Background: an optimization exercise with open tools, aiming at small area, a short achievable clock period and few clock cycles. Do not read the settings as production practice. Only simulation tests tie the RTL to the original design; equivalence was not proved. Power and IR drop assume default switching activity.

[config.mk]
export PLATFORM = sky130hd
export DESIGN_NAME = keyed_deque_table
export DESIGN_NICKNAME = keyed_deque_table
export VERILOG_FILES = /design/flow/design.v
export SDC_FILE = /design/flow/constraint.sdc
export NUM_CORES = 4
export LEC_CHECK = 0
export CAP_MARGIN = 20
export CORE_MARGIN = 2
export CORE_UTILIZATION = 30
export MIN_ROUTING_LAYER = met2
export PLACE_DENSITY = 0.32
export SETUP_SLACK_MARGIN = 0.3
export SLEW_MARGIN = 20
[design.v]
package kdt_pkg;
  localparam int KEY_W        = 32;
  localparam int VAL_W        = 32;
  localparam int COUNT_W      = 7;
  localparam int DEF_CAPACITY = 64;
  localparam logic [2:0] FN_PUSH_BACK  = 3'd0;
  localparam logic [2:0] FN_PUSH_FRONT = 3'd1;
  localparam logic [2:0] FN_POP_FRONT  = 3'd2;
  localparam logic [2:0] FN_POP_BACK   = 3'd3;
  localparam logic [2:0] FN_SEARCH     = 3'd4;
  localparam logic [2:0] FN_UPDATE     = 3'd5;
  localparam logic [2:0] FN_MAX        = 3'd6;
  localparam logic [1:0] ST_OK    = 2'd0;
  localparam logic [1:0] ST_EMPTY = 2'd1;
  localparam logic [1:0] ST_NOKEY = 2'd2;
  localparam logic [1:0] ST_FULL  = 2'd3;
  function automatic logic [1:0] cmp33(input logic [32:0] a, input logic [32:0] b);
    logic [63:0] g, e;
    g = {31'd0, a & ~b};
    e = {31'h7fffffff, ~(a ^ b)};
    for (int l = 0; l < 6; l++)
      for (int j = 0; j < (32 >> l); j++) begin
        g[j] = g[2*j+1] | (e[2*j+1] & g[2*j]);
        e[j] = e[2*j+1] & e[2*j];
      end
    cmp33 = {g[0], e[0]};
  endfunction
endpackage
module kdt_first
(
  input  logic [63:0] mask,
  input  logic [63:0] upper,    
  output logic [63:0] first
);
  function automatic logic [63:0] lowest(input logic [63:0] m);
    logic [63:0] p;
    p = {m[62:0], 1'b0};                  
    for (int k = 0; k < 6; k++)
      p = p | (p << (1 << k));
    lowest = m & ~p;
  endfunction
  logic [63:0] hi;
  assign hi    = mask & upper;
  assign first = (|hi) ? lowest(hi) : lowest(mask);
endmodule
module kdt_scan
(
  input  logic          clk,
  input  logic          rst,
  input  logic          start,
  input  logic [3:0]    g_first,     
  input  logic [4:0]    g_count,     
  input  logic [63:0]   valid,
  input  logic [2047:0] vals,
  output logic          done,
  output logic [63:0]   cand,
  output logic [31:0]   maxv
);
  logic        rd_on;           
  logic [3:0]  rd_g;
  logic [15:0] rd_oh;
  logic [4:0]  rd_left;
  logic        rd_first;
  logic        p1_on, p2_on;
  logic [3:0]  p1_g, p2_g;
  logic        p1_first, p2_first, p1_last, p2_last;
  logic [3:0][32:0] lv;
  always_comb begin
    for (int l = 0; l < 4; l++) begin
      lv[l] = '0;
      for (int g = 0; g < 16; g++)
        lv[l] = lv[l] | ({33{rd_oh[g] & valid[4*g + l]}} & {1'b1, vals[(4*g + l)*32 +: 32]});
    end
  end
  logic [1:0][32:0] l1_v;
  logic [1:0][1:0]  l1_m;
  always_comb begin
    for (int n = 0; n < 2; n++) begin
      logic [1:0] c;
      c = kdt_pkg::cmp33(lv[2*n+1], lv[2*n]);
      l1_v[n] = c[1] ? lv[2*n+1] : lv[2*n];
      l1_m[n] = c[1] ? 2'b10 : c[0] ? {lv[2*n+1][32], lv[2*n][32]} : {1'b0, lv[2*n][32]};
    end
  end
  logic [1:0][32:0] p1_v;
  logic [1:0][1:0]  p1_m;
  always_ff @(posedge clk) begin
    p1_v <= l1_v;
    p1_m <= l1_m;
  end
  logic [32:0] l2_v;
  logic [3:0]  l2_m;
  always_comb begin
    logic [1:0] c;
    c = kdt_pkg::cmp33(p1_v[1], p1_v[0]);
    l2_v = c[1] ? p1_v[1] : p1_v[0];
    l2_m = c[1] ? {p1_m[1], 2'b00} : c[0] ? {p1_m[1], p1_m[0]} : {2'b00, p1_m[0]};
  end
  logic [32:0] p2_v;
  logic [3:0]  p2_m;
  always_ff @(posedge clk) begin
    p2_v <= l2_v;
    p2_m <= l2_m;
  end
  logic [32:0] run_v;
  logic [63:0] run_m;
  logic [32:0] run_v_n;
  logic [63:0] run_m_n;
  logic [63:0] gm;
  assign gm = 64'(p2_m) << (4 * p2_g);
  always_comb begin
    logic [32:0] base_v;
    logic [63:0] base_m;
    logic [1:0]  c;
    base_v = p2_first ? 33'd0 : run_v;
    base_m = p2_first ? 64'd0 : run_m;
    c = kdt_pkg::cmp33(p2_v, base_v);
    if (c[1])      begin run_v_n = p2_v;   run_m_n = gm; end
    else if (c[0]) begin run_v_n = base_v; run_m_n = base_m | gm; end
    else           begin run_v_n = base_v; run_m_n = base_m; end
  end
  always_ff @(posedge clk) begin
    if (p2_on) begin
      run_v <= run_v_n;
      run_m <= run_m_n;
    end
  end
  assign done = p2_on && p2_last;
  assign cand = run_m_n;
  assign maxv = run_v_n[31:0];
  always_ff @(posedge clk) begin
    if (rst) begin
      rd_on <= 1'b0;
      rd_oh <= '0;
      p1_on <= 1'b0;
      p2_on <= 1'b0;
    end else begin
      if (start) begin
        rd_on <= 1'b1;
        for (int g = 0; g < 16; g++) rd_oh[g] <= (g_first == 4'(g));
      end else if (rd_on) begin
        rd_on <= (rd_left != 5'd1);
        rd_oh <= {rd_oh[14:0], rd_oh[15]};
      end
      p1_on <= rd_on;
      p2_on <= p1_on;
    end
  end
  always_ff @(posedge clk) begin
    if (start) begin
      rd_g     <= g_first;
      rd_left  <= g_count;
      rd_first <= 1'b1;
    end else if (rd_on) begin
      rd_g     <= rd_g + 4'd1;
      rd_left  <= rd_left - 5'd1;
      rd_first <= 1'b0;
    end
    p1_g     <= rd_g;
    p2_g     <= p1_g;
    p1_first <= rd_first;
    p2_first <= p1_first;
    p1_last  <= (rd_left == 5'd1);
    p2_last  <= p1_last;
  end
endmodule
module keyed_deque_table
#(
  parameter int CAPACITY = kdt_pkg::DEF_CAPACITY
) (
  input  logic               clk,
  input  logic               rst,
  input  logic               req_valid,
  output logic               req_ready,
  input  logic [2:0]         req_func,
  input  logic signed [31:0] req_item_key,
  input  logic [31:0]        req_item_value,
  output logic               rsp_valid,
  input  logic               rsp_ready,
  output logic [1:0]         rsp_status,
  output logic signed [31:0] rsp_found_key,
  output logic [31:0]        rsp_found_value,
  output logic [6:0]         rsp_entry_count
);
  logic [63:0][31:0] keys;
  logic [63:0][31:0] vals;
  logic [63:0]       vmask;      
  logic [5:0]        head;
  logic [6:0]        cnt;
  logic [31:0]       mv;
  logic [63:0]       emask;
  logic              mlost;
  logic       q_v, p_v, c_v, r_v;
  logic [1:0] oc;
  logic       hold, c_fire, c_free, r_free, p_move, p_free, q_move;
  assign r_free    = !r_v || (oc != 2'd2);
  assign c_fire    = c_v && !hold && r_free;
  assign c_free    = !c_v || c_fire;
  assign p_move    = p_v && c_free;
  assign p_free    = !p_v || c_free;
  assign q_move    = q_v && p_free;
  assign req_ready = !q_v || p_free;
  logic [2:0]  q_fn;
  logic [31:0] q_key, q_val;
  always_ff @(posedge clk) begin
    if (rst) q_v <= 1'b0;
    else if (req_ready) q_v <= req_valid;
  end
  always_ff @(posedge clk) begin
    if (req_ready) begin
      q_fn  <= req_func;
      q_key <= req_item_key;
      q_val <= req_item_value;
    end
  end
  logic [2:0]  p_fn;
  logic [31:0] p_key, p_val;
  logic [63:0] m0q, wkq;
  logic [5:0]  wk_slot;
  logic        wk_v, eqkq;
  logic [5:0]  wr_slot;           
  logic [63:0] wr_key;
  always_ff @(posedge clk) begin
    if (rst) p_v <= 1'b0;
    else if (p_free) p_v <= q_v;
  end
  always_ff @(posedge clk) begin
    if (q_move) begin
      p_fn  <= q_fn;
      p_key <= q_key;
      p_val <= q_val;
      for (int i = 0; i < 64; i++) m0q[i] <= (keys[i] == q_key);
      wk_v    <= c_fire && (is_pf || is_pb);
      wk_slot <= wr_slot;
      eqkq  <= (q_key == c_key);
    end
  end
  logic [5:0]  tail_slot, back_slot, front_slot;
  logic [63:0] oh_head, oh_tail, oh_back, oh_front, upper;
  assign tail_slot  = head + cnt[5:0];
  assign back_slot  = head + cnt[5:0] - 6'd1;
  assign front_slot = head - 6'd1;
  assign wr_slot    = (c_fn == kdt_pkg::FN_PUSH_FRONT) ? front_slot : tail_slot;
  always_comb begin
    for (int i = 0; i < 64; i++) begin
      oh_head[i]  = (head == 6'(i));
      oh_tail[i]  = (tail_slot == 6'(i));
      oh_back[i]  = (back_slot == 6'(i));
      oh_front[i] = (front_slot == 6'(i));
    end
  end
  always_comb begin
    upper = oh_head;
    for (int k = 0; k < 6; k++) upper = upper | (upper << (1 << k));
  end
  always_comb begin
    for (int i = 0; i < 64; i++) wkq[i] = wk_v && (wk_slot == 6'(i));
  end
  logic [63:0] m0, m0_nh, f0, f1;
  always_comb begin
    for (int i = 0; i < 64; i++) m0[i] = vmask[i] && (wkq[i] ? eqkq : m0q[i]);
  end
  assign m0_nh = m0 & ~oh_head;
  kdt_first u_f0 (.mask(m0),    .upper(upper), .first(f0));
  kdt_first u_f1 (.mask(m0_nh), .upper(upper), .first(f1));
  logic [2:0]  c_fn;
  logic [31:0] c_key, c_val;
  logic        is_pf, is_pb, is_popf, is_popb;
  logic [1:0]  cmp_mv, cmp_cv;
  assign cmp_mv = kdt_pkg::cmp33({1'b0, p_val}, {1'b0, mv});
  assign cmp_cv = kdt_pkg::cmp33({1'b0, p_val}, {1'b0, c_val});
  logic w_pf, w_pb, w_popf, w_popb, w_setmv;
  logic [63:0] c_f0, c_f1;
  logic        c_hit0, c_hit1, c_f0head, c_f0back, c_keq;
  logic        c_gt0, c_eq0, c_gtw, c_eqw;
  logic        c_wpf, c_wpb, c_wpopf, c_wpopb, c_wsetmv;
  always_ff @(posedge clk) begin
    if (rst) c_v <= 1'b0;
    else if (c_free) c_v <= p_v;
  end
  always_ff @(posedge clk) begin
    if (p_move) begin
      c_fn     <= p_fn;
      c_key    <= p_key;
      c_val    <= p_val;
      c_f0     <= f0;
      c_f1     <= f1;
      c_hit0   <= |m0;
      c_hit1   <= |m0_nh;
      c_f0head <= |(m0 & oh_head);
      c_f0back <= (|(m0 & oh_back)) && !(|(m0 & ~oh_back));
      c_keq    <= c_v && (p_key == c_key);
      c_gt0    <= cmp_mv[1];
      c_eq0    <= cmp_mv[0];
      c_gtw    <= cmp_cv[1];
      c_eqw    <= cmp_cv[0];
      c_wpf    <= w_pf;
      c_wpb    <= w_pb;
      c_wpopf  <= w_popf;
      c_wpopb  <= w_popb;
      c_wsetmv <= w_setmv;
    end
  end
  logic full, empty;
  assign full  = cnt[6];
  assign empty = (cnt == 7'd0);
  logic [63:0] match_f;
  logic        hit;
  always_comb begin
    if (c_wpf && c_keq) begin
      match_f = oh_head;                       
      hit     = 1'b1;
    end else if (c_wpb && !c_hit0 && c_keq) begin
      match_f = oh_back;                       
      hit     = 1'b1;
    end else if (c_wpopf && c_f0head) begin
      match_f = c_f1;                          
      hit     = c_hit1;
    end else if (c_wpopb && c_f0back) begin
      match_f = '0;                            
      hit     = 1'b0;
    end else begin
      match_f = c_f0;
      hit     = c_hit0;
    end
  end
  logic v_gt, v_eq;
  assign v_gt = c_wsetmv ? c_gtw : c_gt0;
  assign v_eq = c_wsetmv ? c_eqw : c_eq0;
  logic [63:0] emax;
  kdt_first u_fe (.mask(emask), .upper(upper), .first(emax));
  logic c_ismax;
  assign c_ismax = (c_fn == kdt_pkg::FN_MAX);
  assign hold    = c_v && c_ismax && mlost;
  logic        rc_start, rc_done, rc_run;
  logic [63:0] rc_cand;
  logic [31:0] rc_maxv;
  assign rc_start = hold && !rc_run;
  always_ff @(posedge clk) begin
    if (rst || rc_done) rc_run <= 1'b0;
    else if (rc_start) rc_run <= 1'b1;
  end
  kdt_scan u_scan (
    .clk   (clk),
    .rst   (rst),
    .start (rc_start),
    .g_first (head[5:2]),
    .g_count (5'((7'(head[1:0]) + cnt + 7'd3) >> 2)),
    .valid (vmask),
    .vals  (vals),
    .done  (rc_done),
    .cand  (rc_cand),
    .maxv  (rc_maxv)
  );
  logic [63:0] wr_val;
  logic [63:0] set_v, clr_v;
  logic [63:0] sel;
  logic [1:0]  st;
  logic [6:0]  cnt_n;
  logic [5:0]  head_n;
  logic        wr_max;            
  logic [63:0] oh_w;
  logic        rm_max;            
  logic [63:0] oh_r;
  always_comb begin
    wr_key  = '0;
    wr_val  = '0;
    set_v   = '0;
    clr_v   = '0;
    sel     = '0;
    st      = kdt_pkg::ST_OK;
    cnt_n   = cnt;
    head_n  = head;
    wr_max  = 1'b0;
    oh_w    = '0;
    rm_max  = 1'b0;
    oh_r    = '0;
    is_pf   = 1'b0;
    is_pb   = 1'b0;
    is_popf = 1'b0;
    is_popb = 1'b0;
    case (c_fn)
      kdt_pkg::FN_PUSH_BACK: begin
        if (full) st = kdt_pkg::ST_FULL;
        else begin
          wr_key = oh_tail;
          wr_val = oh_tail;
          set_v  = oh_tail;
          sel    = oh_tail;
          cnt_n  = cnt + 7'd1;
          wr_max = 1'b1;
          oh_w   = oh_tail;
          is_pb  = 1'b1;
        end
      end
      kdt_pkg::FN_PUSH_FRONT: begin
        if (full) st = kdt_pkg::ST_FULL;
        else begin
          wr_key = oh_front;
          wr_val = oh_front;
          set_v  = oh_front;
          sel    = oh_front;
          cnt_n  = cnt + 7'd1;
          head_n = front_slot;
          wr_max = 1'b1;
          oh_w   = oh_front;
          is_pf  = 1'b1;
        end
      end
      kdt_pkg::FN_POP_FRONT: begin
        if (empty) st = kdt_pkg::ST_EMPTY;
        else begin
          clr_v   = oh_head;
          sel     = oh_head;
          cnt_n   = cnt - 7'd1;
          head_n  = head + 6'd1;
          rm_max  = 1'b1;
          oh_r    = oh_head;
          is_popf = 1'b1;
        end
      end
      kdt_pkg::FN_POP_BACK: begin
        if (empty) st = kdt_pkg::ST_EMPTY;
        else begin
          clr_v   = oh_back;
          sel     = oh_back;
          cnt_n   = cnt - 7'd1;
          rm_max  = 1'b1;
          oh_r    = oh_back;
          is_popb = 1'b1;
        end
      end
      kdt_pkg::FN_SEARCH: begin
        if (hit) sel = match_f;
        else st = kdt_pkg::ST_NOKEY;
      end
      kdt_pkg::FN_UPDATE: begin
        if (hit) begin
          sel    = match_f;
          wr_val = match_f;
          wr_max = 1'b1;
          oh_w   = match_f;
        end else st = kdt_pkg::ST_NOKEY;
      end
      kdt_pkg::FN_MAX: begin
        if (empty) st = kdt_pkg::ST_EMPTY;
        else sel = emax;
      end
      default: ;
    endcase
  end
  always_ff @(posedge clk) begin
    if (rst) begin
      vmask <= '0;
      head  <= '0;
      cnt   <= '0;
    end else if (c_fire) begin
      vmask <= (vmask | set_v) & ~clr_v;
      head  <= head_n;
      cnt   <= cnt_n;
    end
  end
  for (genvar i = 0; i < 64; i++) begin : g_slot
    always_ff @(posedge clk) begin
      if (c_fire && wr_key[i]) keys[i] <= c_key;
      if (c_fire && wr_val[i]) vals[i] <= c_val;
    end
  end
  logic [63:0] e_n;
  logic        mv_load;
  always_comb begin
    e_n = emask;
    if (wr_max) begin
      if (empty || v_gt) e_n = oh_w;
      else if (v_eq)     e_n = emask | oh_w;
      else               e_n = emask & ~oh_w;
    end else if (rm_max) begin
      e_n = emask & ~oh_r;
    end
  end
  assign mv_load = c_fire && wr_max && (!mlost || empty) && (empty || v_gt);
  always_ff @(posedge clk) begin
    if (rst) begin
      emask <= '0;
      mlost <= 1'b0;
    end else if (rc_done) begin
      emask <= rc_cand;
      mv    <= rc_maxv;
      mlost <= 1'b0;
    end else if (c_fire && (wr_max || rm_max)) begin
      if (rm_max && (cnt == 7'd1)) begin
        emask <= '0;
        mlost <= 1'b0;
      end else if (!mlost || (wr_max && empty)) begin
        emask <= e_n;
        mlost <= (e_n == '0);
        if (mv_load) mv <= c_val;
      end
    end
  end
  assign w_pf    = c_fire && is_pf;
  assign w_pb    = c_fire && is_pb;
  assign w_popf  = c_fire && is_popf;
  assign w_popb  = c_fire && is_popb;
  assign w_setmv = mv_load;
  logic [1:0]  r_st;
  logic [6:0]  r_cnt;
  logic [63:0] r_sel;
  logic        r_go;
  assign r_go = r_v && (oc != 2'd2);
  always_ff @(posedge clk) begin
    if (rst) r_v <= 1'b0;
    else if (r_free) r_v <= c_fire;
  end
  always_ff @(posedge clk) begin
    if (r_free) begin
      r_st  <= st;
      r_cnt <= cnt_n;
      r_sel <= sel;
    end
  end
  logic [31:0] rd_key, rd_val;
  always_comb begin
    rd_key = '0;
    rd_val = '0;
    for (int i = 0; i < 64; i++) begin
      rd_key = rd_key | (keys[i] & {32{r_sel[i]}});
      rd_val = rd_val | (vals[i] & {32{r_sel[i]}});
    end
  end
  logic [1:0]  o0_st, o1_st;
  logic [31:0] o0_key, o0_val, o1_key, o1_val;
  logic [6:0]  o0_cnt, o1_cnt;
  logic        deq;
  assign deq = (oc != 2'd0) && rsp_ready;
  always_ff @(posedge clk) begin
    if (rst) oc <= 2'd0;
    else oc <= oc + {1'b0, r_go} - {1'b0, deq};
  end
  always_ff @(posedge clk) begin
    if (oc == 2'd0 || (oc == 2'd1 && deq)) begin
      if (r_go) begin
        o0_st  <= r_st;
        o0_cnt <= r_cnt;
        o0_key <= rd_key;
        o0_val <= rd_val;
      end
    end else if (deq) begin
      o0_st  <= o1_st;
      o0_cnt <= o1_cnt;
      o0_key <= o1_key;
      o0_val <= o1_val;
    end
    if (r_go && (oc == 2'd1) && !deq) begin
      o1_st  <= r_st;
      o1_cnt <= r_cnt;
      o1_key <= rd_key;
      o1_val <= rd_val;
    end
  end
  assign rsp_valid       = (oc != 2'd0);
  assign rsp_status      = o0_st;
  assign rsp_found_key   = o0_key;
  assign rsp_found_value = o0_val;
  assign rsp_entry_count = o0_cnt;
endmodule
[constraint.sdc]
create_clock -name core_clock -period 5.0 [get_ports {clk}]
set_input_delay 1.0000 -clock core_clock [delete_from_list [all_inputs] [get_ports {clk}]]
set_output_delay 1.0000 -clock core_clock [all_outputs]
set_load 0.01 [all_outputs]
[run.sh]
#!/bin/bash
# synth_recipe.tcl (not shown) runs the flow's synth.tcl, then flattens the netlist and writes it again
# the make line also repeats each setting of config.mk as NAME=value (left out here)
make -C /OpenROAD-flow-scripts/flow DESIGN_CONFIG=/design/flow/config.mk WORK_HOME=/design/flow/orfs CLKGATE_MAP_FILE= SYNTH_SCRIPT=/design/flow/synth_recipe.tcl finish
==> results.py <==
metrics = {
    "status": {
        "status": "stopped before the end",
        "haltStage": "global routing",
        "error_message": "[ERROR GRT-0116] Global routing finished with congestion. Check the congestion regions in the DRC Viewer.",
    },
    "clock_network": {
        "cts-root-buf": "clkbuf_16",
        "ctsHoldBuffers": 0,
        "htree_levels": 6,
        "cts_inserted_buffers": 629,
        "clock-sinks": 5156,
        "cts_buffer_depth": 4,
    },
    "floorplan": {
        "initial_core_util_pct": 30.1,
        "die_h_microns": 904,
        "io_pins": 146,
        "rows": 330,
        "fp.dieW_microns": 904,
    },
    "synthesis": {
        "synth_cells": 18910,
        "synth_fp_nets": 19206,
        "synth-async-reset-ratio_pct": 0,
        "yosysWarningCount": 3,
        "synth_top_area_share_pct": 60.1,
        "seq_area_frac_synth_pct": 62.5,
        "synth.area.top_cells": "edfxtp_1 60%, xor2_1 7.5%, a22oi_1 6.4%",
        "synth_area_per_cell_sq_um": 12.9,
        "synth_edf_count": 4868,
        "ys_seq_elements": 5156,
        "synth_flop_cell": "edfxtp_1",
        "synth_cell_types": 119,
        "syn_area_sq_um": 243000,
        "synth_top_area_cell": "edfxtp_1",
    },
    "placed_design": {
        "place.gp.congestion": 1.44,
        "postPlaceCellArea_sq_um": 290000,
        "dp_cells": 32054,
        "dp_hpwl_mm": 1780,
        "portBuffers": 145,
        "dpl_worst_slack_ns": -0.689,
    },
    "grt": {
        "grt_pass1_vias": 381518,
        "track_usage_pct": 96.9,
        "grt_remaining_overflow": 25417,
        "grt_max_degree": 116,
        "grt_pass1_wl_mm": 3580,
    },
}
-- worst max path at each step --
stage	start	endpoint	slack, ns
4_1_cts	head[4]	vals[639]	0.17
3_5_place_dp	vmask[22]	u_scan.p1_m[3]	-0.69
3_3_place_gp	vmask[37]	u_scan.p1_v[8]	-1.11
2_1_floorplan	oc[1]	c_eq0	-1.89
-- layer usage --
metal,GRT overflow,global-route usage (%)
met2,3811,95.2
met1,-,-
met5,1933,94.3
met4,1872,85.5
met3,17801,107
-- cell usage after synthesis (all sizes together), types with 121 or more instances --
library cell	count
buf	382
o21ai	471
a22oi	2072
inv	252
and3	121
a21oi	393
edfxtp	4868
a22o	553
xor2	2095
o22ai	168
nand4	560
a221oi	624
nor4	721
nor3	223
a31oi	146
clkbuf	995
ha	223
dfxtp	288
nor2	832
nand3	490
nand2	924
and2	159
-- cells by family after synthesis --
| family | share of synthesized area, % |
|---|---|
| compound gates | 15.9 |
| flops | 62.5 |
| simple gates | 9.42 |
| xor+xnor | 7.71 |
| buf+inv | 2.60 |
| fa+ha+maj | 1.16 |
| mux | 0.679 |
-- power groups by stage --
stage	logic (mW)	registers, mW	clock network (mW)
4_1_cts	13.4	48.0	47.3
3_5_place_dp	13.3	48.9	0
3_3_place_gp	13.2	48.9	0
2_1_floorplan	3.95	48.9	0
-- what timing repair did --
item                       CTS
setup endpoints to repair  655
gates cloned                 1
pin swaps                   48
resized for setup          202
buffers inserted            60
Testbench counts, summed over its fixed seeds: cycles 5,074.
